Source: an optimization exercise on an open RTL-to-GDS flow (aim: small area). Production flows keep margins and buffers that such runs may drop.
Only simulation tests tie the RTL to the original design; equivalence was not proved.
Power is estimated from default activity; no workload was simulated. No driver is modelled on the clock port, so clocking that relies on it looks cheaper here than on a real chip.

**flow/design.v**
```verilog
module ws2812_apb_chain #(
  parameter int NUM_LEDS     = 24,
  parameter int BIT_CYCLES   = 125,
  parameter int T0H_CYCLES   = 40,
  parameter int T1H_CYCLES   = 80,
  parameter int RESET_CYCLES = 6000
) (
  input  logic        PCLK,
  input  logic        PRESET,
  input  logic        PSEL,
  input  logic        PENABLE,
  input  logic        PWRITE,
  input  logic [31:0] PADDR,
  input  logic [31:0] PWDATA,
  output logic [31:0] PRDATA,
  output logic        PREADY,
  output logic        PSLVERR,
  output logic        LED,
  output logic        FRAME_DONE
);
  localparam int N  = NUM_LEDS;
  localparam int CW = $clog2(BIT_CYCLES);
  localparam logic [CW-1:0] CMAX = CW'(BIT_CYCLES - 1);
  localparam logic [CW-1:0] CPRE = CW'(BIT_CYCLES - 2);
  localparam logic [CW-1:0] T0H  = CW'(T0H_CYCLES);
  localparam logic [CW-1:0] T1H  = CW'(T1H_CYCLES);
  localparam int NR = N / 4;
  logic [23:0]  d_q [N];
  logic         v_q;
  logic [1:0]   rot_q;
  logic          busy_q, lat_q, pend_q;
  logic [4:0]    np_q;       
  logic [4:0]    bit_q;      
  logic [CW-1:0] cyc_q;
  logic [23:0]   s_q;        
  logic          auto_q, done_q, led_q, fd_q;
  logic [9:0]  w;
  logic        acc, wr, rd, setw;
  logic        hit_pix, hit_ctrl, hit_stat;
  logic        start, cend, cpre, bnd, pb, need, ldb, fe, evt, early, cap;
  logic [4:0]  idx, midx;
  logic        men;
  logic [1:0]  rslot, wslot;
  logic [N-1:0] we, wd, sel;
  logic         clr;
  logic [23:0] rdat;
  logic        unused_ok;
  assign w        = PADDR[11:2];
  assign acc      = PSEL & PENABLE;
  assign wr       = acc & PWRITE;
  assign rd       = acc & ~PWRITE;
  assign setw     = PSEL & ~PENABLE & PWRITE;
  assign hit_pix  = (w[9:5] == 5'd0) & (w[4:0] < 5'(N));
  assign hit_ctrl = w == 10'h3FE;
  assign hit_stat = w == 10'h3FF;
  assign unused_ok = ^{PADDR[31:12], PADDR[1:0], PWDATA[31:24]};
  always_ff @(posedge PCLK)
    rot_q <= rot_q + 2'd1;
  assign wslot = w[1:0] + rot_q + 2'd1;
  assign clr   = ~v_q & PSEL & PWRITE & hit_pix;
  always_comb
    for (int k = 0; k < N; k++) begin
      wd[k] = (k % 2 == 0) && PSEL && PWRITE && hit_pix &&
              w[4:2] == 3'(k / 4) && wslot == 2'(k % 4);
      we[k] = (k % 2 == 0) && (clr || wd[k]);
    end
  always_ff @(posedge PCLK)
    for (int k = 0; k < N; k++)
      if (k % 4 == 0)
        d_q[k] <= we[k] ? (wd[k] ? PWDATA[23:0] : 24'h000000) : ~d_q[k + 3];
      else if (k % 4 == 2)
        d_q[k] <= we[k] ? (wd[k] ? ~PWDATA[23:0] : 24'hFFFFFF) : ~d_q[k - 1];
      else
        d_q[k] <= d_q[k - 1];
  always_ff @(posedge PCLK or posedge PRESET) begin
    if (PRESET) v_q <= 1'b0;
    else if (wr && hit_pix) v_q <= 1'b1;
  end
  assign idx  = (busy_q & ~(lat_q & np_q[1])) ? np_q : 5'd0;
  assign midx = rd ? w[4:0] : idx;
  assign men  = v_q & (~rd | hit_pix);
  assign rslot = midx[1:0] + rot_q;
  always_comb
    for (int k = 0; k < N; k++)
      sel[k] = men && midx[4:2] == 3'(k / 4) && rslot == 2'(k % 4);
  always_comb begin
    rdat = '0;
    for (int k = 0; k < N; k++)
      rdat = rdat | ({24{sel[k]}} & ((k % 4 >= 2) ? ~d_q[k] : d_q[k]));
  end
  assign PREADY  = 1'b1;
  assign PSLVERR = acc & ~(hit_pix | hit_ctrl | hit_stat);
  assign PRDATA  = {8'h00, rdat[23:2],
                    rdat[1:0] | (hit_ctrl ? {auto_q, 1'b0} :
                                 hit_stat ? {done_q, busy_q} : 2'b00)};
  assign LED        = led_q;
  assign FRAME_DONE = fd_q;
  assign start = ~busy_q & wr & hit_ctrl & PWDATA[0];
  assign cend  = cyc_q == CMAX;
  assign cpre  = cyc_q == CPRE;
  assign bnd   = busy_q & cend & (bit_q == 5'd0);
  assign pb    = busy_q & cpre & (bit_q == 5'd0);
  assign need  = lat_q ? (np_q[1] & auto_q) : (np_q != 5'(N));
  assign ldb   = bnd & need;
  assign fe    = bnd & lat_q & np_q[1];               
  assign evt   = start | ldb | pend_q;
  assign early = pb & need & setw;
  assign cap   = early | (evt & ~rd & ~(ldb & wr));
  always_ff @(posedge PCLK) begin
    if (cap) s_q <= rdat;
    if (!busy_q || cend) cyc_q <= '0;
    else                 cyc_q <= cyc_q + CW'(1);
    if (!busy_q)         bit_q <= 5'd23;
    else if (cend)       bit_q <= (bit_q == 5'd0) ? 5'd23 : bit_q - 5'd1;
    if (evt && !rd)      np_q <= idx + 5'd1;
    else if (fe)         np_q <= 5'd0;
    else if (bnd && (lat_q || np_q == 5'(N))) np_q <= np_q + 5'd1;
    pend_q <= (ldb | pend_q) & rd;
    if (!busy_q || fe)   lat_q <= 1'b0;
    else if (bnd && np_q == 5'(N)) lat_q <= 1'b1;
  end
  always_ff @(posedge PCLK or posedge PRESET) begin
    if (PRESET) begin
      busy_q <= 1'b0;
      auto_q <= 1'b0;
      done_q <= 1'b0;
      led_q  <= 1'b0;
      fd_q   <= 1'b0;
    end else begin
      if (start)           busy_q <= 1'b1;
      else if (fe && !auto_q) busy_q <= 1'b0;
      if (wr && hit_ctrl)  auto_q <= PWDATA[1];
      if (fe)              done_q <= 1'b1;
      else if (wr && hit_stat && PWDATA[1]) done_q <= 1'b0;
      led_q <= busy_q & ~lat_q & (cyc_q < (s_q[bit_q] ? T1H : T0H));
      fd_q  <= fe;
    end
  end
endmodule
```
**flow/flow/run.sh**
```bash
#!/bin/bash
# Standard ORFS layout (the standard.sh) with:
#  - an area-oriented ABC mapping script (synthesis script itself unchanged),
#  - buf_1 port buffers,
#  - clock tree: clkbuf_16 leaves over clusters of up to 32 sinks, no dummy loads.
set -euo pipefail
here=$(pwd)
rm -rf "$here/scripts_mod"
cp -r "$FLOW_HOME/scripts" "$here/scripts_mod"
cp "$here/flow/abc_area.script" "$here/scripts_mod/abc_area.script"
cp "$here/flow/abc_area.script" "$here/scripts_mod/abc_speed.script"
bash standard.sh SCRIPTS_DIR="$here/scripts_mod" \
  REMOVE_ABC_BUFFERS=1 \
  BUFFER_PORTS_ARGS="-buffer_cell sky130_fd_sc_hd__buf_1" \
  CTS_ARGS="-sink_clustering_enable -repair_clock_nets -dont_use_dummy_load -sink_clustering_size 32 -sink_clustering_max_diameter 80 -buf_list sky130_fd_sc_hd__clkbuf_16" \
  finish > "$here/make_finish.log" 2>&1
```
**flow/flow/abc_area.script**
```
strash
&get -n
&st
&dch -f
&nf -R 1000
&put
strash
&get -n
&st
&dch -f
&nf -R 1000
&put
strash
&get -n
&st
&dch -f
&nf -R 1000
&put
topo
```
**flow/standard.sh**
```bash
#!/bin/bash
# synth_recipe.tcl (not shown) runs the flow's synth.tcl, then flattens the netlist and writes it again
# the make line also repeats each setting of config.mk as NAME=value (left out here)
make -C /OpenROAD-flow-scripts/flow DESIGN_CONFIG=/design/flow/config.mk WORK_HOME=/design/flow/orfs CLKGATE_MAP_FILE= SYNTH_SCRIPT=/design/flow/synth_recipe.tcl "${@:-finish}"
```
**flow/config.mk**
```make
export PLATFORM = sky130hd
export DESIGN_NAME = ws2812_apb_chain
export DESIGN_NICKNAME = ws2812_apb_chain
export VERILOG_FILES = /design/flow/design.v
export SDC_FILE = /design/flow/constraint.sdc
export NUM_CORES = 4
export LEC_CHECK = 0
export ABC_AREA = 1
export CAP_MARGIN = 0
export CORE_MARGIN = 2
export CORE_UTILIZATION = 65
export GPL_TIMING_DRIVEN = 0
export PLACE_DENSITY = 0.75
export SLEW_MARGIN = 0
```
**flow/constraint.sdc**
```tcl
create_clock -name core_clock -period 10.0 [get_ports {PCLK}]
set_input_delay 2.0000 -clock core_clock [delete_from_list [all_inputs] [get_ports {PCLK}]]
set_output_delay 2.0000 -clock core_clock [all_outputs]
set_load 0.01 [all_outputs]
```
==> results of run 1 <==
[synthesized netlist by cell type]
master,count
nor2b_1,1
conb_1,2
clkinv_1,15
mux2i_1,2
or2_0,7
a41oi_1,1
and2_0,3
nor3_1,11
xnor2_1,6
a22o_1,1
nand3b_1,2
nor4b_1,3
a21o_1,5
nor2_1,61
o221ai_1,126
nand4_1,2
a31oi_1,4
and3_1,5
o211ai_1,7
and4_1,2
nor4_1,2
o21ai_0,154
o2111ai_1,2
a21oi_1,11
edfxtp_1,29
a211o_1,1
buf_4,31
xor2_1,7
ha_1,10
nand2_1,186
dfxtp_1,592
a311oi_1,2
mux2_1,1
dfrtp_1,6
o22ai_1,16
nand2b_1,4
nand4b_1,1
nand3_1,14
mux4_2,7
a221oi_1,127
or3_1,1
a22oi_1,159
a221o_1,1
[state kept, by name, indices dropped and copies added, names as in the netlist]
signal  cells
auto_q      1
bit_q       5
busy_q      1
cyc_q       7
d_q       576
done_q      1
fd_q        1
lat_q       1
led_q       1
np_q        5
pend_q      1
rot_q       2
s_q        24
v_q         1
[worst max-delay path, stage by stage]
cell,delay [ps]
buf_1,210
nand2_1,100
or2_0,480
nor2_1,190
a21oi_1,70
ha_1,240
xnor2_1,130
xnor2_1,320
nor2_1,250
nand2_2,520
o221ai_1,210
a221oi_1,230
o221ai_1,210
a221oi_1,270
o221ai_1,200
a221oi_1,290
o221ai_1,210
a221oi_1,300
o221ai_1,180
a221oi_1,260
o221ai_1,240
a221o_1,340
buf_1,130
[layout make-up]
cell class              count  area [sq um]  share of cell area (%)
flip-flops and latches    627         12900                    60.7
multi-input cells         964          6390                    30.2
well taps                 390           488                    2.30
inverters                  15          56.3                   0.266
clock buffers              23           576                    2.72
repair buffers            103           812                    3.83
[metal layers]
metal  vias to the layer above  GRT usage, %
li1                       6542             -
met1                      7011          43.1
met2                       557          48.8
met3                        68          3.99
met4                         0          5.68
met5                         -             0
[cells in the final DEF (no fill, tap or decap), types with 7 or more instances in the layout]
cell / Yosys / final
o221ai_1: 126 / 126
conb_1: 2 / 9
edfxtp_1: 29 / 29
dfxtp_1: 592 / 592
ha_1: 10 / 10
xor2_1: 7 / 7
o211ai_1: 7 / 7
a21oi_1: 11 / 11
o22ai_1: 16 / 12
clkinv_1: 15 / 15
o21ai_0: 154 / 153
nand2_1: 186 / 182
buf_1: 0 / 65
a221oi_1: 127 / 127
buf_8: 0 / 26
a22oi_1: 159 / 159
nor3_1: 11 / 9
nand3_1: 14 / 14
nor2_2: 0 / 26
nor2_1: 61 / 35
clkbuf_16: 0 / 23
mux4_2: 7 / 7
[repair_timing]
item	in CTS	in global routing
hold buffers	0	0
setup endpoints to repair	0	23
endpoints found under the hold margin	0	0
resized for setup	0	5
[worst max path at each step]
| stage | to |
|---|---|
| 5_1_grt | PRDATA[1] |
| 4_1_cts | PRDATA[1] |
| 3_5_place_dp | PRDATA[1] |
| 3_3_place_gp | d_q[2][9]$_DFF_P_ |
| 6_report | PRDATA[1] |
| 2_1_floorplan | PRDATA[1] |
[cells by family (layout without fill, tap and decap cells)]
kind of cell             Yosys count  in the layout  synth area share [%]
AO/OA/AOI/OAI                    617            617                  23.3
flip-flops                       627            627                  66.4
multiplexers                      10             10                 0.974
AND/OR/NAND/NOR                  305            305                  6.58
XOR/XNOR                          13             13                 0.587
buffers and inverters             46            141                  1.49
adder cells (fa/ha/maj)           10             10                 0.645
other                              2              9                0.0387
[stage by stage]
step / worst slack [ps] / power, W / util [%] / cell area, sq um
6_report: 412 / 0.00396 / 71.9 / 21200
5_1_grt: 12.7 / 0.00409 / 71.9 / 21200
4_1_cts: 60.6 / 0.00397 / 71.8 / 21200
3_5_place_dp: 78.6 / 0.00290 / 69.9 / 20600
3_3_place_gp: -1040 / 0.00288 / 67.6 / 19900
2_1_floorplan: 1890 / 0.00282 / - / 19200
[power by group]
group          leakage (nW)  switching [W]  total (W)  internal, W
clock                 0.283       0.000695    0.00111     0.000418
combinational          2.76      0.0000768   0.000130    0.0000529
sequential             5.23      0.0000665    0.00271      0.00265
total                  8.28       0.000839    0.00396      0.00312
==> impl_results.md, run 1 <==
- Total GRT Usage: 29.9%
- Hold WS: 337 ps
- Root Driver: clkbuf_16
- Pre-Repair DR Iteration Count: 7
- CP max FO: 24
- Clock Pin Slew Worst Setup and Hold Paths: 110 ps
- Reg2reg end: s_q[3]$_DFFE_PP_
- Die area: 31200 sq um
- Buffers inserted by post-CTS timing repair: 0
- Clk latency of the worst-skew pair: 570 ps
- Die Wd: 177 um
- Worst r2r src: busy_q$_DFFE_PP0P_
- Met2 routed wirelength: 22100 um
- Mapped Area: 19400 sq um
- Starting DRT DRC Count: 1549
- Synth unique cells: 43
- Die Y: 177 um
- Setup crit end kind: primary output
- Hold Crit Start: d_q[4][9]$_DFF_P_
- Inserted Clock Buffers: 23
- Hold path cells: 0
- Slew @ Worst Pin: 1060 ps
- Worst endpoint data arrival time: 7590 ps
- DP HPWL: 32900 um
- RSZ-0062 raised after global routing: false
- Highest metal used: met4
- Grt ovf: 0
- Synth area leaders: dfxtp_1, a22oi_1, a221oi_1
- Register area share after synthesis: 66.4%
- DRT Wirelength: 47100 um
- Layout cells sized above 1: 6.18%
- Clock H-tree levels: 1
- Final period util: 95.9%
- Yosys Warn Count: 2
- PD cells: 187 nW/um^2
- CTS tree: built
- Status: timing/DRC/antenna clean
- Worst Hold Class: register to register
- Setup violators final: 0
- Post-Synthesis Cells: 1630
- Clock skew: 30.7 ps
- Fillers: 2118
- Largest net degree at the start of global routing: 33
- # DRC: 0
- Synth-to-layout area growth: 9.28%
- Crit path from: PSEL
- Drt wl/cell: 22.2 um
- DP Cell Count: 2099
- Number of synthesized register bits: 627
- Worst setup SP type: input port
- Row count: 63
- Via Count: 14200
- Max VDD drop: 0.143 mV
- Number of max-cap violations: 0
- NumNets Final: 1813
- Avg Synthesized Cell Area: 11.9 sq um
- F_max: 104 MHz
- First-pass GRT wire length: 75400 um
- Top-Level Pins: 105
- Synth top area share: 61.1%
- Starting Density: 65.8%
- Core area: 29500 sq um
- N_diodes: 0
- GP Congestion: 0.835
- Max-slew violations: 0
- Final hold viol count: 0
- Worst reg2reg setup slack: 4320 ps
- Lkg Pwr: 8.28 nW
- Routed wl met3: 2940 um
- Crit path time final: 9590 ps
- Non-Filler Instances: 2122
- CP Class: input port to primary output
- Leading area contributor after synthesis: dfxtp_1
- Vias in the first global route: 13900
- Via/cell ratio: 6.68
- CTS sink count: 627
- WHS Endpoint: d_q[5][9]$_DFF_P_
- Final ANT Viol Nets: 0
- Initial antenna violation count: 0
- Slew HR: 29.1%
- Worst EP required: 8000 ps
- Bufs on Longest Clock Path: 3
- Met1 wire length: 21300 um
- Reg2reg path depth: 19
- TNS Setup: 0 ps
- Port-buffer cells: 65
==> inputs of run 2 (changes only) <==
--- a/flow/flow/run.sh
+++ b/flow/flow/run.sh
@@ -10,7 +10,6 @@
 cp "$here/flow/abc_area.script" "$here/scripts_mod/abc_area.script"
 cp "$here/flow/abc_area.script" "$here/scripts_mod/abc_speed.script"
 bash standard.sh SCRIPTS_DIR="$here/scripts_mod" \
-  REMOVE_ABC_BUFFERS=1 \
   BUFFER_PORTS_ARGS="-buffer_cell sky130_fd_sc_hd__buf_1" \
   CTS_ARGS="-sink_clustering_enable -repair_clock_nets -dont_use_dummy_load -sink_clustering_size 32 -sink_clustering_max_diameter 80 -buf_list sky130_fd_sc_hd__clkbuf_16" \
   finish > "$here/make_finish.log" 2>&1
--- a/flow/flow/abc_area.script
+++ b/flow/flow/abc_area.script
@@ -17,3 +17,6 @@
 &nf -R 1000
 &put
 topo
+stime -c
+upsize -c
+dnsize -c
--- a/flow/config.mk
+++ b/flow/config.mk
@@ -9,6 +9,5 @@
 export CAP_MARGIN = 0
 export CORE_MARGIN = 2
 export CORE_UTILIZATION = 65
-export GPL_TIMING_DRIVEN = 0
 export PLACE_DENSITY = 0.75
 export SLEW_MARGIN = 0
==> run 2 against run 1 <==
Non-clock buffer count is 3 higher. Clock-buffer cell count stayed put. Combinational power hardly changed. Worst setup slack better by 580 ps. Largest cell class unchanged. Highest routed layer unchanged. Global-route usage is 0.43 points higher. Clock power hardly changed. Still clean on timing, DRC and antenna. Maximum frequency is 6.5% higher. Hold slack worse by 2.2 ps. Wire length is 0.74% higher.
==> impl_results.md, run 2 <==
- Area of the multi-input gates: 6450 sq um (+0.98%)
- Port-buffer cells: 65 (unchanged)
- Ys async rst share: 0.957% (unchanged)
- Top reg by flops: d_q
- Inserted Clock Buffers: 23 (unchanged)
- Lkg Pwr: 8.25 nW (-0.39%)
- Slew HR: 27.6% (-1.5 points)
- Worst Hold Class: register to register
- Sum of buffers and inverters on the critical path: 2 (unchanged)
- Commonest non-fill, non-tap cell in the layout: dfxtp_1
- Top-Level Pins: 105 (unchanged)
- Final hold viol count: 0 (unchanged)
- Critical-path top delay cell: nand2_4
- Via Count: 14200 (+0.042%)
- DRT Wirelength: 47500 um (+0.74%)
- Starting Density: 66.0% (+0.26 points)
- Pre-Repair DR Iteration Count: 5 (-2)
- Max VDD drop: 0.158 mV (+10%)
- Max-slew violations: 0 (unchanged)
- # DRC: 0 (unchanged)
- Synth unique cells: 61 (+42%)
- Synth top area share: 60.5% (-0.56 points)
- Number of synthesized register bits: 627 (unchanged)
- Number of synthesized flops with an enable pin: 29 (unchanged)
- Drt wl/cell: 22.3 um (+0.60%)
- Root Driver: clkbuf_16
- N_diodes: 0 (unchanged)
- Area after DPL: 20400 sq um (-0.89%)
- Setup violators final: 0 (unchanged)
- CTS tree: built
- Grt ovf: 0 (unchanged)
- Fillers: 2230 (+5.3%)
- GP Congestion: 0.825 (-1.3%)
- Worst EP required: 8000 ps (about the same)
- First-pass GRT wire length: 76600 um (+1.6%)
- Number of max-cap violations: 0 (unchanged)
- Leading cell types in the layout, fill and taps excluded: dfxtp_1, nand2_1, a22oi_1
- Clock skew: 24.2 ps (-6.55 ps)
- Largest net degree at the start of global routing: 33 (unchanged)
- Buffers inserted by post-CTS timing repair: 0 (unchanged)
- Core area: 29600 sq um (+0.53%)
- Post-Synthesis Cells: 1630 (unchanged)
- Via/cell ratio: 6.67 (about the same)
- TNS Setup: 0 ps (unchanged)
- CP most frequent cell: o221ai_1
- Clk latency of the worst-skew pair: 560 ps (about the same)
- Clock Pin Slew Worst Setup and Hold Paths: 120 ps (about the same)
- Total GRT Usage: 30.3% (+0.43 points)
- Final Instance Area: 21000 sq um (-0.93%)
- Worst endpoint data arrival time: 7010 ps (-580 ps)
- Setup crit end kind: primary output
- Status: timing/DRC/antenna clean
- DP HPWL: 31500 um (-4.4%)
- Die Wd: 178 um (+0.45%)
- Bufs on Longest Clock Path: 3 (unchanged)
- Mapped Area: 19600 sq um (+0.93%)
- Final period util: 90.1% (-5.8 points)
- Leading area contributor after synthesis: dfxtp_1
- Clock H-tree levels: 1 (unchanged)
- Crit path cell chain: buf_1 -> nand2_1 -> or2_4 -> nor2_1 -> a21oi_1 -> ha_1 -> xnor2_1 -> xnor2_2 -> nor2_1 -> nand2_4 -> o221ai_1 -> a221oi_2 -> o221ai_1 -> a221oi_1 -> o221ai_1 -> a221oi_1 -> o221ai_1 -> a221oi_1 -> o221ai_1 -> a221oi_1 -> o221ai_1 -> a21o_1 -> buf_1
- Die Y: 178 um (+0.45%)
- Top FF cell, synth: dfxtp_1
- Register area share after synthesis: 65.8% (-0.61 points)
- Final ANT Viol Nets: 0 (unchanged)
- Worst setup SP type: input port
- Most frequent cells after synthesis: dfxtp_1, nand2_1, a22oi_1, o21ai_0, o221ai_1
- Most common cell in the netlist: dfxtp_1
- Synth-to-layout area growth: 7.27%
- NumNets Final: 1816 (+0.17%)
- RSZ-0062 raised after global routing: false
- Biggest regs: d_q (576), s_q (24), cyc_q (7)
- CTS sink count: 627 (unchanged)
- Avg Synthesized Cell Area: 12.0 sq um (+0.93%)
- CP max stage delay: 360 ps (-160 ps)
- Row count: 63 (unchanged)
- PD cells: 189 nW/um^2 (+1.0%)
- CP max FO: 24 (unchanged)
- Register area: 12900 sq um (unchanged)
- Die area: 31500 sq um (+0.91%)
- Max reg flops: 576 (unchanged)
- Hold buffer count at CTS: 0 (unchanged)
- Layout cells sized above 1: 6.05% (-0.13 points)
- Vias in the first global route: 14000 (+0.97%)
- Crit path time final: 9010 ps (-582 ps)
- CTS resizes: 0 (unchanged)
- Synth area leaders: dfxtp_1, a22oi_1, o221ai_1
- Slew @ Worst Pin: 1090 ps (+25.2 ps)
- Initial antenna violation count: 0 (unchanged)
- Crit path max-delay family: compound AO/OA/AOI/OAI gates
- Starting DRT DRC Count: 1434 (-7.4%)
- Yosys Warn Count: 2 (unchanged)
- F_max: 111 MHz (+6.5%)
- CP Class: input port to primary output
==> run 2: worst reg2reg max path: cells and delay by family (launching register included) <==
| family | cells | cell delay, ps |
|---|---|---|
| adders and majority gates | 1 | 180 |
| xor gates and xnor gates | 2 | 450 |
| AOI/OAI and AO/OA | 12 | 2820 |
| DFF | 1 | 600 |
| and+or+nand+nor | 4 | 1040 |
==> run 2: routing by layer <==
layer | track usage [%] | wire length (um)
met1 | 44.6 | 20900
met2 | 48.7 | 21900
met3 | 3.30 | 3890
met4 | 6.22 | 730
met5 | 0 | 0
==> run 2: final cells by class <==
class                      count  area share [%]
timing repair buffer         106            2.63
sequential                   627            61.3
tap                          390            2.32
multi-input combinational    964            30.7
inverter                      15           0.268
clock buffer                  23            2.74
==> run 2: logic make-up (layout without fill, tap and decap cells) <==
| group | Yosys count | after routing | synth area share, % |
|---|---|---|---|
| AOI/OAI and AO/OA | 617 | 617 | 23.4 |
| xor gates and xnor gates | 13 | 13 | 0.620 |
| adders and majority gates | 10 | 10 | 0.639 |
| buffers and inverters | 46 | 144 | 1.48 |
| DFF | 627 | 627 | 65.8 |
| muxes | 10 | 10 | 1.03 |
| other | 2 | 9 | 0.0384 |
| and+or+nand+nor | 305 | 305 | 7.08 |
==> run 2: power by group <==
part / internal (W) / switching, W / total [W] / leakage, nW
Combinational: 0.0000538 / 0.0000770 / 0.000131 / 2.73
Sequential: 0.00265 / 0.0000671 / 0.00272 / 5.23
Clock: 0.000418 / 0.000697 / 0.00111 / 0.283
==> run 2: worst paths after layout <==
| kind | start | endpoint | slack [ps] | cells after the start |
|---|---|---|---|---|
| worst min register to register | d_q[18][22]$_DFF_P_ | d_q[19][22]$_DFF_P_ | 330 | 0 |
| min in group asynchronous | PRESET | busy_q$_DFFE_PP0P_ | 1270 | 2 |
| max in group asynchronous | PRESET | v_q$_DFFE_PP0P_ | 8560 | 2 |
| worst max register to register | busy_q$_DFFE_PP0P_ | s_q[18]$_DFFE_PP_ | 4610 | 19 |
| worst min-delay path | d_q[18][22]$_DFF_P_ | d_q[19][22]$_DFF_P_ | 330 | 0 |
| worst max-delay path | PSEL | PRDATA[0] | 990 | 23 |
==> run 2: per-stage QoR <==
| stage | hold slack (ps) | total power (W) | utilization, % | cells | setup WS, ps |
|---|---|---|---|---|---|
| 2_1_floorplan | 331 | 0.00284 | - | 1637 | 2240 |
| 3_3_place_gp | 333 | 0.00288 | 68.9 | 2102 | 1240 |
| 3_5_place_dp | 337 | 0.00290 | 68.9 | 2102 | 1040 |
| 4_1_cts | 339 | 0.00398 | 70.8 | 2125 | 1040 |
| 5_1_grt | 352 | 0.00409 | 70.8 | 2125 | 583 |
| 6_report | 335 | 0.00396 | 70.8 | 2125 | 994 |
==> inputs of run 3 (changes only) <==
==> flow/flow/abc_area.script (replaced) <==
strash
&get -n
&st
&dch -f
&nf -R 1000
&put
topo
==> run 3 against run 2 <==
First-iteration DRC count decreased by 4.3%. Sequential cell count unchanged. Clock-buffer cell count unchanged. Register-to-register slack got worse by 590 ps. Largest cell class unchanged. Non-clock buffer count increased by 6. Area after synthesis increased by 0.35%. Wire length increased by 3.1%. Maximum frequency decreased by 0.74%.
==> impl_results.md, run 3 <==
- Ys async rst share: 0.957% (unchanged)
- Synth area leaders: dfxtp_1, o221ai_1, a221oi_1
- Core area: 29700 sq um (+0.27%)
- Crit path max-delay family: compound AO/OA/AOI/OAI gates
- Drt wl/cell: 22.4 um (+0.14%)
- CTS sink count: 627 (unchanged)
- Crit path time final: 9070 ps (+67.3 ps)
- Setup crit end kind: primary output
- Post-Synthesis Cells: 1687 (+3.5%)
- Clock Pin Slew Worst Setup and Hold Paths: 120 ps (about the same)
- Most frequent cells after synthesis: dfxtp_1, nand2_1, o21ai_0, a22oi_1, o221ai_1
- PD cells: 188 nW/um^2 (about the same)
- Status: timing/DRC/antenna clean
- Bufs on Longest Clock Path: 3 (unchanged)
- Leading cell types in the layout, fill and taps excluded: dfxtp_1, nand2_1, o21ai_0
- First-pass GRT wire length: 77700 um (+1.4%)
- Clock H-tree levels: 1 (unchanged)
- RSZ-0062 raised after global routing: false
- Final period util: 90.7% (+0.67 points)
- CTS resizes: 0 (unchanged)
- Worst reg2reg setup slack: 4020 ps (-590 ps)
- Largest net degree at the start of global routing: 33 (unchanged)
- Root Driver: clkbuf_16
- Place WS: 991 ps (-49.9 ps)
- Area after DPL: 20600 sq um (+0.67%)
- Non-Filler Instances: 2188 (+3.0%)
- Final ANT Viol Nets: 0 (unchanged)
- Via/cell ratio: 6.70 (+0.37%)
- Port-buffer cells: 65 (unchanged)
- WP depth: 24 (+4.3%)
- CTS tree: built
- Top reg by flops: d_q
- Worst Hold Class: register to register
- Final WS setup: 927 ps (-67.3 ps)
- Row count: 63 (unchanged)
- Lkg Pwr: 8.19 nW (-0.76%)
- Via Count: 14700 (+3.3%)
- Reg2reg end: s_q[14]$_DFFE_PP_
- Starting DRT DRC Count: 1373 (-4.3%)
- Crit path cell chain: buf_1 -> nand2_1 -> or2_0 -> nor2_1 -> a21oi_1 -> ha_1 -> xnor2_1 -> xnor2_1 -> nor2b_1 -> nand2_1 -> buf_4 -> o221ai_1 -> a221oi_1 -> o221ai_1 -> a221oi_1 -> o221ai_1 -> a221oi_1 -> o221ai_1 -> a221oi_1 -> o221ai_1 -> a221oi_1 -> o221ai_1 -> a221o_1 -> buf_1
- GP Congestion: 0.886 (+7.5%)
- Hold buffer count at CTS: 0 (unchanged)
- Die area: 31600 sq um (+0.34%)
- Critical-path top delay cell: a221o_1
- Buffers inserted by post-CTS timing repair: 0 (unchanged)
- Inserted Clock Buffers: 23 (unchanged)
- Max reg flops: 576 (unchanged)
- Clock skew: 44.4 ps (+20.2 ps)
- Initial antenna violation count: 0 (unchanged)
- Slew @ Worst Pin: 1200 ps (+109 ps)
- Final Instance Area: 21100 sq um (+0.66%)
- Starting Density: 66.1% (about the same)
- Synth unique cells: 47 (-23%)
- CP Class: input port to primary output
- Worst r2r src: busy_q$_DFFE_PP0P_
- CP most frequent cell: o221ai_1
- Die Y: 178 um (+0.17%)
- Final hold viol count: 0 (unchanged)
- CP max FO: 14 (-42%)
- Hold Crit Start: d_q[6][1]$_DFF_P_
- Clk latency of the worst-skew pair: 570 ps (about the same)
- Number of max-cap violations: 0 (unchanged)
- NumNets Final: 1879 (+3.5%)
- Most common cell in the netlist: dfxtp_1
- Slew HR: 20.3% (-7.3 points)
- DP HPWL: 32500 um (+3.2%)
- CP max stage delay: 340 ps (-20 ps)
- DP Cell Count: 2165 (+3.0%)
- Worst EP required: 8000 ps (about the same)
- TNS Setup: 0 ps (unchanged)
- Register area share after synthesis: 65.5% (-0.23 points)
- Yosys Warn Count: 2 (unchanged)
- F_max: 110 MHz (-0.74%)
- Avg Synthesized Cell Area: 11.6 sq um (-3.0%)
- Sum of buffers and inverters on the critical path: 3 (+1)
- Pre-Repair DR Iteration Count: 5 (unchanged)
- Worst setup SP type: input port
- Vias in the first global route: 14100 (+0.51%)
- N_diodes: 0 (unchanged)
- Biggest regs: d_q (576), s_q (24), cyc_q (7)
- Worst endpoint data arrival time: 7070 ps (+60 ps)
- Layout cells sized above 1: 4.89% (-1.2 points)
- Top-Level Pins: 105 (unchanged)
- Max-slew violations: 0 (unchanged)
- Grt ovf: 0 (unchanged)
- # DRC: 0 (unchanged)
- Die Wd: 178 um (+0.17%)
- Hold path cells: 0 (unchanged)
- Synth top area share: 60.3% (-0.21 points)
- WHS Endpoint: d_q[7][1]$_DFF_P_
- Setup violators final: 0 (unchanged)
- Leading area contributor after synthesis: dfxtp_1
- Mapped Area: 19600 sq um (+0.35%)
- Max VDD drop: 0.140 mV (-11%)
- DRT Wirelength: 48900 um (+3.1%)
- Commonest non-fill, non-tap cell in the layout: dfxtp_1
- Number of synthesized flops with an enable pin: 29 (unchanged)
- Top FF cell, synth: dfxtp_1
- Number of synthesized register bits: 627 (unchanged)
- Fillers: 2185 (-2.0%)
- Synth-to-layout area growth: 7.59%
- Total GRT Usage: 30.7% (+0.44 points)
- Reg2reg path depth: 21 (+2)
==> run 3: cell families (layout without fill, tap and decap cells) <==
family	Yosys count	in the layout	synth area share [%]
DFF	627	627	65.5
AOI/OAI and AO/OA	612	612	22.6
and+or+nand+nor	365	365	8.00
buffers and inverters	42	146	1.39
xor gates and xnor gates	18	18	0.803
muxes	11	11	1.01
adders and majority gates	10	10	0.637
other	2	9	0.0382
==> run 3: worst reg2reg max path: stages, from the launching register on <==
cell and delay [ps]:
dfrtp_1 560, a21boi_0 710, nand2_1 190, a21oi_1 200
ha_1 180, xnor2_1 130, xnor2_1 140, nand2b_1 300
nor2_2 110, buf_4 250, a22oi_1 270, o221ai_1 180
a221oi_1 260, o221ai_1 230, a221oi_1 270, o221ai_1 190
a221oi_1 240, o221ai_1 190, a221oi_1 270, o221ai_1 210
a221oi_1 300, o221ai_1 260
==> run 3: worst max-delay path by stage <==
stage,end,slack [ps],startpoint
final,PRDATA[1],930,PSEL
after global routing,PRDATA[1],440,PSEL
after CTS,PRDATA[1],980,PSEL
after detailed placement,PRDATA[1],990,PSEL
after global placement,PRDATA[1],1160,PSEL
after floorplan,PRDATA[1],1890,PSEL
==> run 3: area by class of cell <==
type	instances	area (sq um)	area share, %
Inverter	11	41.3	0.195
Tap cell	390	488	2.31
Sequential cell	627	12900	60.9
Multi-Input combinational cell	1025	6560	31.0
Timing Repair Buffer	112	597	2.82
Clock buffer	23	576	2.72
==> run 3: report_power, final <==
| part | internal (W) | switching [W] | leakage, nW | total (W) |
|---|---|---|---|---|
| Combinational | 0.0000537 | 0.0000831 | 2.66 | 0.000137 |
| Clock | 0.000418 | 0.000697 | 0.283 | 0.00111 |
| Sequential | 0.00266 | 0.0000719 | 5.24 | 0.00273 |
| Total | 0.00313 | 0.000852 | 8.19 | 0.00398 |
==> run 3: routing by layer <==
metal / part of all wire [%] / global-route usage (%)
met1: 44 / 44.9
met2: 47 / 49.7
met3: 7.8 / 3.77
met4: 1.5 / 5.67
met5: 0 / 0
==> run 3: metrics by stage <==
step / total power (W) / hold WS (ps) / utilization [%]
detailed placement: 0.00292 / 337 / 69.2
global placement: 0.00290 / 332 / 69.2
CTS: 0.00400 / 321 / 71.1
floorplan: 0.00285 / 331 / -
global route: 0.00411 / 326 / 71.1
finish: 0.00398 / 315 / 71.1
==> inputs of run 4 (changes only) <==
==> flow/flow/abc_area.script (replaced) <==
strash
&get -n
&st
&dch -f
&nf -R 1000
&put
strash
&get -n
&st
&dch -f
&nf -R 1000
&put
strash
&get -n
&st
&dch -f
&nf -R 1000
&put
topo
==> run 4 against run 3 <==
Utilization shrank 0.18 points. Clock power about the same. First-iteration DRC count up 17%. Register-to-register slack improved by 480 ps. Maximum frequency rose by 0.53%. Die area down 1.2%. Critical path depth rose by 1. Largest power group unchanged. Highest routed layer unchanged.
==> impl_results.md, run 4 <==
- Status: timing/DRC/antenna clean
- Leading area contributor after synthesis: dfxtp_1
- Post-Synthesis Cells: 1630 (-3.4%)
- Root Driver: clkbuf_16
- Synth unique cells: 43 (-8.5%)
- Area after DPL: 20300 sq um (-1.2%)
- Starting DRT DRC Count: 1613 (+17%)
- Initial antenna violation count: 0 (unchanged)
- TNS Setup: 0 ps (unchanged)
- Drt wl/cell: 22.5 um (+0.47%)
- Number of synthesized register bits: 627 (unchanged)
- Synth area leaders: dfxtp_1, a22oi_1, a221oi_1
- Total GRT Usage: 30.4% (-0.30 points)
- Top FF cell, synth: dfxtp_1
- PD cells: 190 nW/um^2 (+1.0%)
- Max VDD drop: 0.171 mV (+22%)
- Starting Density: 65.8% (-0.31 points)
- Bufs on Longest Clock Path: 3 (unchanged)
- Setup crit end kind: primary output
- Biggest regs: d_q (576), s_q (24), cyc_q (7)
- Worst EP required: 8000 ps (about the same)
- Yosys Warn Count: 2 (unchanged)
- CTS resizes: 0 (unchanged)
- Hold buffer count at CTS: 0 (unchanged)
- Worst endpoint data arrival time: 7030 ps (-40 ps)
- CTS sink count: 627 (unchanged)
- Worst reg2reg setup slack: 4500 ps (+480 ps)
- NumNets Final: 1824 (-2.9%)
- Via Count: 14200 (-3.2%)
- Vias in the first global route: 13700 (-2.8%)
- CTS tree: built
- Commonest non-fill, non-tap cell in the layout: dfxtp_1
- Lkg Pwr: 8.22 nW (+0.47%)
- Setup violators final: 0 (unchanged)
- Most frequent cells after synthesis: dfxtp_1, nand2_1, a22oi_1, o21ai_0, a221oi_1
- Die Wd: 177 um (-0.62%)
- CP Class: input port to primary output
- First-pass GRT wire length: 76300 um (-1.8%)
- Final hold viol count: 0 (unchanged)
- Slew @ Worst Pin: 1240 ps (+42.8 ps)
- Mapped Area: 19400 sq um (-1.3%)
- DRT Wirelength: 47900 um (-2.1%)
- Worst setup SP type: input port
- Layout cells sized above 1: 4.99% (+0.097 points)
- Setup crit end: PRDATA[14]
- Synth-to-layout area growth: 7.84%
- Crit path from: PSEL
- Buffers inserted by post-CTS timing repair: 0 (unchanged)
- Number of max-cap violations: 0 (unchanged)
- Max reg flops: 576 (unchanged)
- Place WS: 1020 ps (+28.0 ps)
- Final WS setup: 974 ps (+47.6 ps)
- Register area share after synthesis: 66.4% (+0.84 points)
- Reg2reg end: s_q[14]$_DFFE_PP_
- Clock H-tree levels: 1 (unchanged)
- Slew HR: 17.4% (-2.9 points)
- GP Congestion: 0.845 (-4.7%)
- Core area: 29500 sq um (-0.80%)
- Crit path time final: 9030 ps (-47.6 ps)
- Ys async rst share: 0.957% (unchanged)
- Synth top area share: 61.1% (+0.77 points)
- Worst Hold Class: register to register
- Final Instance Area: 20900 sq um (-1.0%)
- Grt ovf: 0 (unchanged)
- Leading cell types in the layout, fill and taps excluded: dfxtp_1, nand2_1, a22oi_1
- Pre-Repair DR Iteration Count: 6 (+1)
- Most common cell in the netlist: dfxtp_1
- Via/cell ratio: 6.65 (-0.70%)
- Inserted Clock Buffers: 24 (+4.3%)
- Number of synthesized flops with an enable pin: 29 (unchanged)
- Final period util: 90.3% (-0.48 points)
- Top-Level Pins: 105 (unchanged)
- CP max FO: 14 (unchanged)
- Clock skew: 50.6 ps (+6.20 ps)
- Clk latency of the worst-skew pair: 550 ps (-20 ps)
- F_max: 111 MHz (+0.53%)
- Die area: 31200 sq um (-1.2%)
- Hold WS: 301 ps (-14.0 ps)
- Worst r2r src: busy_q$_DFFE_PP0P_
- Largest net degree at the start of global routing: 33 (unchanged)
- Top reg by flops: d_q
- Max-slew violations: 0 (unchanged)
- Row count: 63 (unchanged)
- Avg Synthesized Cell Area: 11.9 sq um (+2.2%)
- Final ANT Viol Nets: 0 (unchanged)
- Port-buffer cells: 65 (unchanged)
- RSZ-0062 raised after global routing: false
- DP HPWL: 31700 um (-2.6%)
- N_diodes: 0 (unchanged)
- Clock Pin Slew Worst Setup and Hold Paths: 120 ps (about the same)
- # DRC: 0 (unchanged)
- Die Y: 177 um (-0.62%)
- Reg2reg path depth: 21 (unchanged)
run 4: cell count changes in the layout (fill, tap and decap cells not counted), sizes merged, moves of 9 or more:
cell	previous run	this run
a22oi	135	159
o21ai	178	154
o221ai	135	126
nand4	28	2
nand2	220	186
o22ai	6	16
run 4: cell families (layout without fill, tap and decap cells):
| group | Yosys count | count (layout) | share of synthesized area (%) |
|---|---|---|---|
| flip-flops | 627 | 627 | 66.4 |
| adder cells (fa/ha/maj) | 10 | 10 | 0.645 |
| XOR/XNOR | 13 | 13 | 0.587 |
| AND/OR/NAND/NOR | 305 | 305 | 6.58 |
| multiplexers | 10 | 10 | 0.974 |
| buffers and inverters | 46 | 152 | 1.49 |
| other | 2 | 9 | 0.0387 |
| AO/OA/AOI/OAI | 617 | 617 | 23.3 |
run 4: cell type report:
type	count	area [sq um]
repair buffers	113	604
clock buffers	24	601
multi-input cells	964	6290
fillers	2180	8570
well taps	390	488
inverters	15	56.3
flip-flops and latches	627	12900
run 4: through the flow:
step / util [%] / total power [W] / std cells
floorplan: - / 0.00283 / 1637
global placement: 68.9 / 0.00288 / 2109
detailed placement: 68.9 / 0.00290 / 2109
CTS: 70.9 / 0.00399 / 2133
global route: 70.9 / 0.00411 / 2133
finish: 70.9 / 0.00398 / 2133
run 4: power breakdown:
part	total (W)	internal [W]	switching (W)	leakage (nW)
Combinational	0.000129	0.0000527	0.0000760	2.70
Clock	0.00114	0.000435	0.000703	0.296
Sequential	0.00271	0.00265	0.0000665	5.23
run 4: critical path, cell delays in order:
cell,delay (ps)
buf_1,220
nand2_1,100
or2_0,200
buf_4,180
nor2_1,90
a21oi_1,50
ha_1,200
xnor2_1,130
xnor2_1,290
nor2_1,190
nand2_1,150
buf_4,220
buf_4,270
o221ai_1,140
a221oi_1,220
o221ai_1,180
a221oi_1,320
o221ai_1,230
a221oi_1,250
o221ai_1,210
a221oi_1,240
o221ai_1,210
a221oi_1,290
o221ai_1,220
buf_1,210
run 4: how the worst min path moves through the flow:
stage                       start                  to  slack [ps]  cells after the start
2_1_floorplan  d_q[0][11]$_DFF_P_  d_q[1][11]$_DFF_P_         330                      0
3_3_place_gp   d_q[22][3]$_DFF_P_  d_q[23][3]$_DFF_P_         330                      0
3_5_place_dp   d_q[4][13]$_DFF_P_  d_q[5][13]$_DFF_P_         340                      0
4_1_cts         d_q[2][3]$_DFF_P_   d_q[3][3]$_DFF_P_         300                      0
5_1_grt         d_q[0][3]$_DFF_P_   d_q[1][3]$_DFF_P_         300                      0
6_report        d_q[2][3]$_DFF_P_   d_q[3][3]$_DFF_P_         300                      0
run 4: layer usage:
layer | global-route usage (%) | share of wire [%] | vias up
met5 | 0 | 0 | -
met1 | 45.0 | 44 | 6975
li1 | - | - | 6551
met2 | 48.3 | 46 | 626
met3 | 3.97 | 8.3 | 38
met4 | 6.27 | 1.2 | 0
==> inputs of run 5 (changes only) <==
--- a/flow/config.mk
+++ b/flow/config.mk
@@ -7,6 +7,8 @@
 export LEC_CHECK = 0
 export ABC_AREA = 1
 export CAP_MARGIN = 0
+export CELL_PAD_IN_SITES_DETAIL_PLACEMENT = 0
+export CELL_PAD_IN_SITES_GLOBAL_PLACEMENT = 1
 export CORE_MARGIN = 2
 export CORE_UTILIZATION = 65
 export PLACE_DENSITY = 0.75
==> run 5 against run 4 <==
Clock power is essentially flat. Combinational power is essentially flat. Area after synthesis is the same. Non-clock buffer count shrank 4. Utilization shrank 0.14 points. Wire length grew 0.50%. Largest cell class unchanged. Highest routed layer unchanged.
==> impl_results.md, run 5 <==
- Lkg Pwr: 8.20 nW (-0.28%)
- Worst Hold Class: register to register
- F_max: 106 MHz (-3.9%)
- Buffers inserted by post-CTS timing repair: 0 (unchanged)
- Number of synthesized register bits: 627 (unchanged)
- Pwr Total: 0.00396 W (-0.52%)
- Clk latency of the worst-skew pair: 560 ps (about the same)
- DP HPWL: 31500 um (-0.54%)
- NumNets Final: 1819 (-0.27%)
- Number of synthesized flops with an enable pin: 29 (unchanged)
- Mapped Area: 19400 sq um (unchanged)
- Via/cell ratio: 6.64 (-0.12%)
- Root Driver: clkbuf_16
- Synth top area share: 61.1% (unchanged)
- Yosys Warn Count: 2 (unchanged)
- Place WS: 746 ps (-272 ps)
- Top FF cell, synth: dfxtp_1
- Ys async rst share: 0.957% (unchanged)
- Starting Density: 65.8% (unchanged)
- RSZ-0062 raised after global routing: false
- Final period util: 93.9% (+3.7 points)
- Layout cells sized above 1: 4.78% (-0.22 points)
- Max-slew violations: 0 (unchanged)
- Most common cell in the netlist: dfxtp_1
- Register area share after synthesis: 66.4% (unchanged)
- Top reg by flops: d_q
- Post-Synthesis Cells: 1630 (unchanged)
- Hold buffer count at CTS: 0 (unchanged)
- Worst reg2reg setup slack: 4370 ps (-130 ps)
- Crit path time final: 9390 ps (+368 ps)
- Worst EP required: 8000 ps (about the same)
- Starting DRT DRC Count: 1496 (-7.3%)
- Vias in the first global route: 13700 (-0.10%)
- Clock skew: 22.2 ps (-28.4 ps)
- Final hold viol count: 0 (unchanged)
- Final WS setup: 607 ps (-368 ps)
- Worst endpoint data arrival time: 7390 ps (+360 ps)
- Leading area contributor after synthesis: dfxtp_1
- CTS sink count: 627 (unchanged)
- Total GRT Usage: 30.6% (+0.19 points)
- CP max FO: 14 (unchanged)
- Biggest regs: d_q (576), s_q (24), cyc_q (7)
- CP Class: input port to primary output
- Clock Pin Slew Worst Setup and Hold Paths: 110 ps (about the same)
- Clock H-tree levels: 1 (unchanged)
- DRT Wirelength: 48200 um (+0.50%)
- N_diodes: 0 (unchanged)
- Synth unique cells: 43 (unchanged)
- Top-Level Pins: 105 (unchanged)
- Row count: 63 (unchanged)
- Grt ovf: 0 (unchanged)
- Die Wd: 177 um (unchanged)
- Slew @ Worst Pin: 1220 ps (-16.4 ps)
- Synth-to-layout area growth: 7.63%
- Core area: 29500 sq um (unchanged)
- Max VDD drop: 0.179 mV (+4.8%)
- Die area: 31200 sq um (unchanged)
- Die Y: 177 um (unchanged)
- GP Congestion: 0.867 (+2.6%)
- Slew HR: 18.5% (+1.1 points)
- Avg Synthesized Cell Area: 11.9 sq um (unchanged)
- Port-buffer cells: 65 (unchanged)
- Inserted Clock Buffers: 23 (-4.2%)
- Number of max-cap violations: 0 (unchanged)
- Commonest non-fill, non-tap cell in the layout: dfxtp_1
- PD cells: 190 nW/um^2 (-0.33%)
- Bufs on Longest Clock Path: 3 (unchanged)
- Pre-Repair DR Iteration Count: 5 (-1)
- Setup crit end kind: primary output
- Via Count: 14100 (-0.35%)
- Final ANT Viol Nets: 0 (unchanged)
- CTS resizes: 0 (unchanged)
- CTS tree: built
- Leading cell types in the layout, fill and taps excluded: dfxtp_1, nand2_1, a22oi_1
- TNS Setup: 0 ps (unchanged)
- First-pass GRT wire length: 76400 um (+0.19%)
- Synth area leaders: dfxtp_1, a22oi_1, a221oi_1
- Initial antenna violation count: 0 (unchanged)
- Status: timing/DRC/antenna clean
- Worst setup SP type: input port
- Largest net degree at the start of global routing: 33 (unchanged)
- # DRC: 0 (unchanged)
- Drt wl/cell: 22.6 um (+0.74%)
- Max reg flops: 576 (unchanged)
- Most frequent cells after synthesis: dfxtp_1, nand2_1, a22oi_1, o21ai_0, a221oi_1
- Setup violators final: 0 (unchanged)
[run 5: cell families after synthesis]
family                   Yosys count  share of synthesized area, %
flip-flops                       627                          66.4
AO/OA/AOI/OAI                    617                          23.3
AND/OR/NAND/NOR                  305                          6.58
buffers and inverters             46                          1.49
XOR/XNOR                          13                         0.587
adder cells (fa/ha/maj)           10                         0.645
multiplexers                      10                         0.974
other                              2                        0.0387
[run 5: layer usage]
| metal | up-vias | global-route usage (%) | part of all wire, % |
|---|---|---|---|
| li1 | 6554 | - | - |
| met1 | 6951 | 45.0 | 45 |
| met2 | 568 | 49.1 | 46 |
| met3 | 67 | 3.52 | 6.8 |
| met4 | 0 | 6.78 | 1.9 |
| met5 | - | 0 | 0 |
[run 5: path summary, 6_finish.rpt]
path	cells past startpoint	to	startpoint
max	24	PRDATA[18]	PSEL
min	0	d_q[7][16]$_DFF_P_	d_q[6][16]$_DFF_P_
max reg2reg	21	s_q[18]$_DFFE_PP_	busy_q$_DFFE_PP0P_
min reg2reg	0	d_q[7][16]$_DFF_P_	d_q[6][16]$_DFF_P_
max in group asynchronous	2	led_q$_DFF_PP0_	PRESET
min in group asynchronous	2	v_q$_DFFE_PP0P_	PRESET
[run 5: layout make-up]
cell class / instances / area (sq um)
clock buffer: 23 / 576
tap: 390 / 488
timing repair buffer: 109 / 587
sequential: 627 / 12900
inverter: 15 / 56.3
fill: 2225 / 8610
multi-input combinational: 964 / 6300
[run 5: power breakdown]
group / switching, W / leakage, nW / internal, W / total, W
Clock: 0.000700 / 0.283 / 0.000418 / 0.00112
Combinational: 0.0000763 / 2.68 / 0.0000525 / 0.000129
Sequential: 0.0000665 / 5.23 / 0.00265 / 0.00271
Total: 0.000842 / 8.20 / 0.00312 / 0.00396
[run 5: critical path: stages]
cell      delay [ps]
buf_1            240
nand2_1          110
or2_0            490
nor2_1           190
a21oi_1           70
ha_1             240
xnor2_1          180
xnor2_1          150
nand2_1          260
nor2_2           220
buf_4            250
a22oi_1          220
o221ai_1         160
a221oi_1         270
o221ai_1         180
a221oi_1         250
o221ai_1         190
a221oi_1         250
o221ai_1         200
a221oi_1         280
o221ai_1         200
a221oi_1         350
o221ai_1         230
buf_1            200
[run 5: per-stage QoR]
| step | utilization (%) | hold WS (ps) | instances | instance area [sq um] |
|---|---|---|---|---|
| 6_report | 70.8 | 339 | 2128 | 20900 |
| 5_1_grt | 70.8 | 348 | 2128 | 20900 |
| 4_1_cts | 70.8 | 345 | 2128 | 20900 |
| 3_5_place_dp | 68.9 | 335 | 2105 | 20300 |
| 3_3_place_gp | 68.9 | 332 | 2105 | 20300 |
| 2_1_floorplan | - | 331 | 1637 | 19400 |
==> inputs of run 6 (changes only) <==
--- a/flow/config.mk
+++ b/flow/config.mk
@@ -7,9 +7,7 @@
 export LEC_CHECK = 0
 export ABC_AREA = 1
 export CAP_MARGIN = 0
-export CELL_PAD_IN_SITES_DETAIL_PLACEMENT = 0
-export CELL_PAD_IN_SITES_GLOBAL_PLACEMENT = 1
 export CORE_MARGIN = 2
-export CORE_UTILIZATION = 65
-export PLACE_DENSITY = 0.75
+export CORE_UTILIZATION = 85
+export PLACE_DENSITY = 0.92
 export SLEW_MARGIN = 0
==> run 6 against run 5 <==
Clock skew grew 16 ps. Wire length increased by 11%. Via count grew 9.1%.
==> impl_results.md, run 6 <==
- Bufs on Longest Clock Path: 3 (unchanged)
- Die area: 24000 sq um (-23%)
- Worst setup SP type: input port
- CP max stage delay: 390 ps (-100 ps)
- # DRC: 0 (unchanged)
- NumNets Final: 1818 (-0.055%)
- Status: timing/DRC/antenna clean
- Leading cell types in the layout, fill and taps excluded: dfxtp_1, nand2_1, a22oi_1
- F_max: 104 MHz (-1.9%)
- Synth-to-layout area growth: 6.84%
- Most frequent cells after synthesis: dfxtp_1, nand2_1, a22oi_1, o21ai_0, a221oi_1
- Final period util: 95.7% (+1.8 points)
- Number of synthesized register bits: 627 (unchanged)
- Lkg Pwr: 8.19 nW (-0.16%)
- Hold WS: 312 ps (-26.2 ps)
- Die Y: 155 um (-12%)
- Starting DRT DRC Count: 2086 (+39%)
- Ys async rst share: 0.957% (unchanged)
- Number of synthesized flops with an enable pin: 29 (unchanged)
- CTS sink count: 627 (unchanged)
- PD cells: 193 nW/um^2 (+1.5%)
- Setup crit end kind: primary output
- Layout cells sized above 1: 4.66% (-0.11 points)
- CTS tree: built
- Yosys Warn Count: 2 (unchanged)
- DP Cell Count: 1999 (-5.0%)
- Clock Pin Slew Worst Setup and Hold Paths: 120 ps (about the same)
- Core area: 22500 sq um (-24%)
- Inserted Clock Buffers: 23 (unchanged)
- DRT Wirelength: 53700 um (+11%)
- Final hold viol count: 0 (unchanged)
- N_diodes: 0 (unchanged)
- GP Congestion: 0.883 (+1.9%)
- Starting Density: 86.2% (+20 points)
- Max reg flops: 576 (unchanged)
- Clk latency of the worst-skew pair: 560 ps (about the same)
- Worst EP required: 8000 ps (about the same)
- Drt wl/cell: 26.5 um (+17%)
- Synth top area share: 61.1% (unchanged)
- Grt ovf: 0 (unchanged)
- Worst reg2reg setup slack: 3960 ps (-410 ps)
- Hold buffer count at CTS: 0 (unchanged)
- Crit path max-delay family: compound AO/OA/AOI/OAI gates
- Row count: 55 (-13%)
- Max VDD drop: 0.179 mV (-0.23%)
- Root Driver: clkbuf_16
- CP max FO: 19 (+5)
- Initial antenna violation count: 0 (unchanged)
- Mapped Area: 19400 sq um (unchanged)
- CP most frequent cell: o221ai_1
- Port-buffer cells: 65 (unchanged)
- Final core utilization: 92.1% (+21 points)
- Leading area contributor after synthesis: dfxtp_1
- TNS Setup: 0 ps (unchanged)
- Hold Crit Start: d_q[6][1]$_DFF_P_
- Max-slew violations: 0 (unchanged)
- Reg2reg end: s_q[13]$_DFFE_PP_
- Worst Hold Class: register to register
- Sum of buffers and inverters on the critical path: 3 (unchanged)
- Total GRT Usage: 44.1% (+13 points)
- Number of max-cap violations: 0 (unchanged)
- Top-Level Pins: 105 (unchanged)
- Final ANT Viol Nets: 0 (unchanged)
- Vias in the first global route: 15400 (+13%)
- Largest net degree at the start of global routing: 33 (unchanged)
- CP Class: input port to primary output
- First-pass GRT wire length: 83900 um (+9.8%)
- Reg2reg path depth: 21 (unchanged)
- Commonest non-fill, non-tap cell in the layout: dfxtp_1
- Biggest regs: d_q (576), s_q (24), cyc_q (7)
- Top reg by flops: d_q
- Top FF cell, synth: dfxtp_1
- Clock skew: 38.3 ps (+16.2 ps)
- Avg Synthesized Cell Area: 11.9 sq um (unchanged)
- Setup violators final: 0 (unchanged)
- Worst r2r src: np_q[1]$_DFFE_PP_
- Clock H-tree levels: 1 (unchanged)
- Post-Synthesis Cells: 1630 (unchanged)
- Synth unique cells: 43 (unchanged)
- Crit path time final: 9570 ps (+180 ps)
- RSZ-0062 raised after global routing: false
- DP HPWL: 34800 um (+11%)
- Synth area leaders: dfxtp_1, a22oi_1, a221oi_1
- Register area share after synthesis: 66.4% (unchanged)
- Hold path cells: 0 (unchanged)
- Pre-Repair DR Iteration Count: 8 (+3)
- Non-Filler Instances: 2022 (-5.0%)
- Critical-path top delay cell: or2_1
- Die Wd: 155 um (-12%)
- Fillers: 815 (-63%)
- Slew @ Worst Pin: 1220 ps (-4.98 ps)
- Via/cell ratio: 7.63 (+15%)
- Most common cell in the netlist: dfxtp_1
- Worst endpoint data arrival time: 7570 ps (+180 ps)
- WHS Endpoint: d_q[7][1]$_DFF_P_
- Crit path cell chain: buf_1 -> nand2_1 -> or2_1 -> nor2_1 -> a21oi_1 -> ha_1 -> xnor2_1 -> xnor2_1 -> nor2_1 -> nand2_1 -> buf_4 -> o221ai_1 -> a221oi_1 -> o221ai_1 -> a221oi_1 -> o221ai_1 -> a221oi_1 -> o221ai_1 -> a221oi_1 -> o221ai_1 -> a221oi_1 -> o221ai_1 -> buf_1
- Slew HR: 18.6% (+0.032 points)
- Via Count: 15400 (+9.1%)
## run 6: layout make-up
cell class	instances	area (sq um)	share of cell area [%]
clock buffer	23	576	2.78
inverter	15	56.3	0.272
multi-input combinational	964	6290	30.4
sequential	627	12900	62.1
tap	285	357	1.72
timing repair buffer	108	567	2.74
## run 6: worst max-delay path by stage
stage	from	endpoint	slack, ps	cells after the start
after floorplan	PSEL	PRDATA[1]	1890	21
after global placement	PSEL	PRDATA[0]	900	25
after detailed placement	PSEL	PRDATA[13]	540	24
after CTS	PSEL	PRDATA[13]	430	24
after global routing	PSEL	PRDATA[13]	3	23
final	PSEL	PRDATA[13]	430	23
## run 6: worst register-to-register path, cell delays in order, from the launching register on
cell and delay [ps]:
edfxtp_1 530, nand2_1 170, and2_0 370, nand2_1 160
a21oi_1 190, ha_1 180, xnor2_1 80, xnor2_1 300
nor2_1 210, nand2_1 290, buf_4 350, o221ai_1 180
a221oi_1 260, o221ai_1 250, a221oi_1 370, o221ai_1 260
a221oi_1 300, o221ai_1 220, a221oi_1 350, o221ai_1 230
a221oi_1 290, o221ai_1 200
## run 6: what timing repair did
| item | in CTS | in global routing |
|---|---|---|
| buffers inserted | 0 | 0 |
| endpoints found under the setup margin | 0 | 6 |
| gates resized for setup | 0 | 3 |
## run 6: kinds of logic (layout without fill, tap and decap cells)
group,Yosys count,count (layout),synth area share (%)
other,2,9,0.0387
XOR/XNOR,13,13,0.587
buffers and inverters,46,146,1.49
adder cells (fa/ha/maj),10,10,0.645
AND/OR/NAND/NOR,305,305,6.58
AO/OA/AOI/OAI,617,617,23.3
multiplexers,10,10,0.974
flip-flops,627,627,66.4
## run 6: metal layers
layer | GRT usage, % | wire (um)
met1 | 57.7 | 19200
met2 | 73.1 | 25600
met3 | 8.30 | 6470
met4 | 18.3 | 2420
met5 | 0 | 0
## run 6: power breakdown
part / internal [W] / total, W / leakage (nW) / switching (W)
clock network: 0.000418 / 0.00113 / 0.283 / 0.000708
logic: 0.0000524 / 0.000137 / 2.67 / 0.0000845
registers: 0.00265 / 0.00273 / 5.23 / 0.0000785
## run 6: through the flow
step	worst slack (ps)	area, sq um	total power, W
global route	2.90	20700	0.00407
global placement	895	20100	0.00288
detailed placement	539	20100	0.00290
finish	427	20700	0.00399
floorplan	1890	19400	0.00283
CTS	431	20700	0.00396
==> inputs of run 7 (changes only) <==
--- a/flow/config.mk
+++ b/flow/config.mk
@@ -8,6 +8,6 @@
 export ABC_AREA = 1
 export CAP_MARGIN = 0
 export CORE_MARGIN = 2
-export CORE_UTILIZATION = 85
-export PLACE_DENSITY = 0.92
+export CORE_UTILIZATION = 80
+export PLACE_DENSITY = 0.88
 export SLEW_MARGIN = 0
==> run 7 against run 6 <==
Still clean. Die area increased by 6.1%. Register-to-register slack improved by 70 ps. Critical path depth rose by 1. Via count down 2.2%. Largest power group unchanged. Highest routed layer unchanged.
==> impl_results.md, run 7 <==
- Status: timing/DRC/antenna clean
- Vias in the first global route: 15200 (-1.9%)
- Worst r2r src: busy_q$_DFFE_PP0P_
- Number of synthesized flops with an enable pin: 29 (unchanged)
- Clock Power Share: 28.1% (about the same)
- Lkg Pwr: 8.20 nW (+0.11%)
- Crit path cell chain: buf_1 -> nand2_1 -> or2_0 -> buf_4 -> nor2_1 -> a21oi_1 -> ha_1 -> xnor2_1 -> xnor2_1 -> nor2_1 -> nand2_2 -> buf_4 -> o221ai_1 -> a221oi_1 -> o221ai_1 -> a221oi_1 -> o221ai_1 -> a221oi_1 -> o221ai_1 -> a221oi_1 -> o221ai_1 -> a221oi_1 -> o221ai_1 -> buf_1
- Synth unique cells: 43 (unchanged)
- Die Y: 160 um (+3.0%)
- Clk latency of the worst-skew pair: 570 ps (about the same)
- Clock Pin Slew Worst Setup and Hold Paths: 110 ps (about the same)
- DP Cell Count: 2035 (+1.8%)
- Worst endpoint data arrival time: 7410 ps (-160 ps)
- Inserted Clock Buffers: 23 (unchanged)
- Number of max-cap violations: 0 (unchanged)
- F_max: 106 MHz (+1.7%)
- Avg Synthesized Cell Area: 11.9 sq um (unchanged)
- Final period util: 94.1% (-1.6 points)
- Leading area contributor after synthesis: dfxtp_1
- Post-Synthesis Cells: 1630 (unchanged)
- Post-synthesis mux area share: 0.974% (unchanged)
- CP most frequent cell: o221ai_1
- Max reg flops: 576 (unchanged)
- DRT Wirelength: 51100 um (-4.8%)
- Main combinational cell family by area after synthesis: compound AO/OA/AOI/OAI gates
- Register area: 12900 sq um (unchanged)
- Non-Filler Instances: 2058 (+1.8%)
- Worst EP required: 8000 ps (about the same)
- Final hold viol count: 0 (unchanged)
- Clock H-tree levels: 1 (unchanged)
- Routed wl met3: 5280 um (-18%)
- Switch share: 21.5% (-0.34 points)
- DP HPWL: 32900 um (-5.5%)
- Hold buffer count at CTS: 0 (unchanged)
- Die area: 25500 sq um (+6.1%)
- Highest metal used: met4
- Synth-to-layout area growth: 7.15%
- Area of the multi-input gates: 6300 sq um (about the same)
- Post-synthesis simple-gate area fraction: 6.58% (unchanged)
- Via/cell ratio: 7.33 (-3.9%)
- Crit path time final: 9410 ps (-163 ps)
- Most frequent cells after synthesis: dfxtp_1, nand2_1, a22oi_1, o21ai_0, a221oi_1
- Drt wl/cell: 24.8 um (-6.4%)
- Hold Crit Start: d_q[6][3]$_DFF_P_
- TNS Setup: 0 ps (unchanged)
- Max-slew violations: 0 (unchanged)
- Row count: 56 (+1.8%)
- Fillers: 1138 (+40%)
- Setup crit end kind: primary output
- Crit path from: PSEL
- Worst setup SP type: input port
- Starting Density: 82.1% (-4.1 points)
- Slew HR: 19.6% (+0.99 points)
- Top FF cell, synth: dfxtp_1
- RSZ-0062 raised after global routing: false
- Setup violators final: 0 (unchanged)
- Bufs on Longest Clock Path: 3 (unchanged)
- Initial antenna violation count: 0 (unchanged)
- Seq pwr share: 68.5% (about the same)
- Number of synthesized register bits: 627 (unchanged)
- Pre-Repair DR Iteration Count: 8 (unchanged)
- PD cells: 191 nW/um^2 (-0.72%)
- Synth area leaders: dfxtp_1, a22oi_1, a221oi_1
- CTS tree: built
- Post-synthesis xor/xnor area fraction: 0.587% (unchanged)
- First-pass GRT wire length: 81300 um (-3.1%)
- Worst Hold Class: register to register
- CP max stage delay: 370 ps (-20 ps)
- Final ANT Viol Nets: 0 (unchanged)
- Critical-path top delay cell: a221oi_1
- Biggest regs: d_q (576), s_q (24), cyc_q (7)
- N_diodes: 0 (unchanged)
- CP Class: input port to primary output
- Slew @ Worst Pin: 1200 ps (-14.7 ps)
- Core area: 23600 sq um (+4.9%)
- GP Congestion: 0.913 (+3.4%)
- Port-buffer cells: 65 (unchanged)
- Leading cell types in the layout, fill and taps excluded: dfxtp_1, nand2_1, a22oi_1
- Synth Area in Compound Gates: 23.3% (unchanged)
- Max VDD drop: 0.203 mV (+14%)
- Most common cell in the netlist: dfxtp_1
- Commonest non-fill, non-tap cell in the layout: dfxtp_1
- Yosys Warn Count: 2 (unchanged)
- Grt ovf: 0 (unchanged)
- Largest net degree at the start of global routing: 33 (unchanged)
- Net load switching power: 0.000854 W (-2.0%)
- Total GRT Usage: 39.2% (-4.9 points)
- CTS sink count: 627 (unchanged)
- Top reg by flops: d_q
- Clock skew: 34.0 ps (-4.39 ps)
- Adder-cell area share of the yosys netlist: 0.645% (unchanged)
- Starting DRT DRC Count: 1644 (-21%)
- Met1 wire length: 19600 um (+1.9%)
- Ys async rst share: 0.957% (unchanged)
- Synth top area share: 61.1% (unchanged)
- Die Wd: 160 um (+3.0%)
- NumNets Final: 1820 (+0.11%)
- Layout cells sized above 1: 4.83% (+0.17 points)
- # DRC: 0 (unchanged)
- Root Driver: clkbuf_16
- Internal Power: 0.00312 W (about the same)
- Top-Level Pins: 105 (unchanged)
- Power share of the combinational group: 3.4% (about the same)
- Via Count: 15100 (-2.2%)
- Register area share after synthesis: 66.4% (unchanged)
- Met2 routed wirelength: 24800 um (-3.2%)
- Mapped Area: 19400 sq um (unchanged)
- CP max FO: 14 (-5)
run 7: cell counts after synthesis:
No cell type changed its count.
run 7: layout make-up:
class / count / area share (%)
sequential: 627 / 61.9
multi-input combinational: 964 / 30.3
timing repair buffer: 110 / 2.80
clock buffer: 23 / 2.77
tap: 319 / 1.92
inverter: 15 / 0.271
run 7: cell families (layout without fill, tap and decap cells):
family	Yosys count	count (layout)
adder cells (fa/ha/maj)	10	10
AND/OR/NAND/NOR	305	305
flip-flops	627	627
other	2	9
multiplexers	10	10
AO/OA/AOI/OAI	617	617
buffers and inverters	46	148
XOR/XNOR	13	13
run 7: through the flow:
stage | hold slack (ps) | power (W) | instance area [sq um] | setup slack, ps | utilization [%]
global placement | 331 | 0.00288 | 20200 | 1090 | 85.5
finish | 329 | 0.00397 | 20800 | 590 | 88.0
global route | 326 | 0.00407 | 20800 | 43.2 | 88.0
CTS | 326 | 0.00395 | 20800 | 480 | 88.0
floorplan | 331 | 0.00283 | 19400 | 1890 | -
detailed placement | 336 | 0.00290 | 20200 | 603 | 85.5
run 7: power by group through the flow:
stage | clock, W | combinational [W] | sequential (W)
after floorplan | 0 | 0.0000820 | 0.00275
after global placement | 0 | 0.000118 | 0.00276
after detailed placement | 0 | 0.000127 | 0.00277
after CTS | 0.00110 | 0.000130 | 0.00272
after global routing | 0.00119 | 0.000145 | 0.00273
final | 0.00112 | 0.000134 | 0.00272
run 7: final timing paths:
| kind | slack (ps) | cells past startpoint | end |
|---|---|---|---|
| worst min register to register | 330 | 0 | d_q[7][3]$_DFF_P_ |
| min in group asynchronous | 1290 | 2 | fd_q$_DFF_PP0_ |
| worst min-delay path | 330 | 0 | d_q[7][3]$_DFF_P_ |
| worst max register to register | 4030 | 21 | s_q[22]$_DFFE_PP_ |
| max in group asynchronous | 8540 | 2 | done_q$_DFFE_PP0P_ |
| worst max-delay path | 590 | 24 | PRDATA[22] |
run 7: what timing repair did:
action                                  CTS  global route
endpoints found under the setup margin    0             1
resized for setup                         0             3
buffers inserted                          0             0
run 7: worst max-delay path: cells and delay by family:
| kind | cells | cell delay [ps] |
|---|---|---|
| simple gates | 5 | 970 |
| buf+inv | 4 | 810 |
| fa+ha+maj | 1 | 190 |
| xor+xnor | 2 | 430 |
| compound gates | 12 | 2970 |
run 7: per-layer routing:
layer,up-vias,track usage (%)
met1,7299,52.6
li1,6545,-
met3,165,5.53
met2,1085,66.5
met4,0,12.8
met5,-,0

-- what the ideal ports hide --
No port has a modelled driver above. Below, the same layouts with a new extraction and two added sets of constraints.
Step 1 (the two cells are an assumption about what drives the block):
set clk [get_ports {PCLK}]
set_driving_cell -lib_cell sky130_fd_sc_hd__clkbuf_16 $clk
set_driving_cell -lib_cell sky130_fd_sc_hd__buf_2 [delete_from_list [all_inputs] $clk]
Step 2 times the ports against the registers' clock, not the clock port: input delays grow and output delays shrink by t, the midpoint of the rising clock arrivals with the driver on.
Three values: no drivers, after step 1, after step 2; two values: the first two.
| run | t (ns) | slack for setup (ns) | worst hold slack (ns) | worst register clock-pin slew, ns | cell pins on the clock port's net |
|---|---|---|---|---|---|
| run 1 | 0.601 | 0.412 / 0.390 / 0.390 | 0.337 / 0.337 / 0.337 | 0.12 / 0.12 | 1 |
| run 2 | 0.599 | 0.994 / 0.968 / 0.968 | 0.335 / 0.335 / 0.335 | 0.12 / 0.12 | 1 |
| run 3 | 0.605 | 0.927 / 0.905 / 0.905 | 0.315 / 0.315 / 0.315 | 0.12 / 0.12 | 1 |
| run 4 | 0.589 | 0.974 / 0.950 / 0.950 | 0.301 / 0.301 / 0.301 | 0.12 / 0.12 | 1 |
| run 5 | 0.604 | 0.607 / 0.585 / 0.585 | 0.339 / 0.339 / 0.339 | 0.12 / 0.12 | 1 |
| run 6 | 0.600 | 0.427 / 0.404 / 0.404 | 0.312 / 0.312 / 0.312 | 0.12 / 0.12 | 1 |
| run 7 | 0.608 | 0.590 / 0.569 / 0.569 | 0.329 / 0.329 / 0.329 | 0.12 / 0.12 | 1 |
After both steps setup and hold are still met in every run listed. For run 2, which loses most, drivers alone change the setup slack by -0.026 ns; drivers and shift together by -0.026 ns.
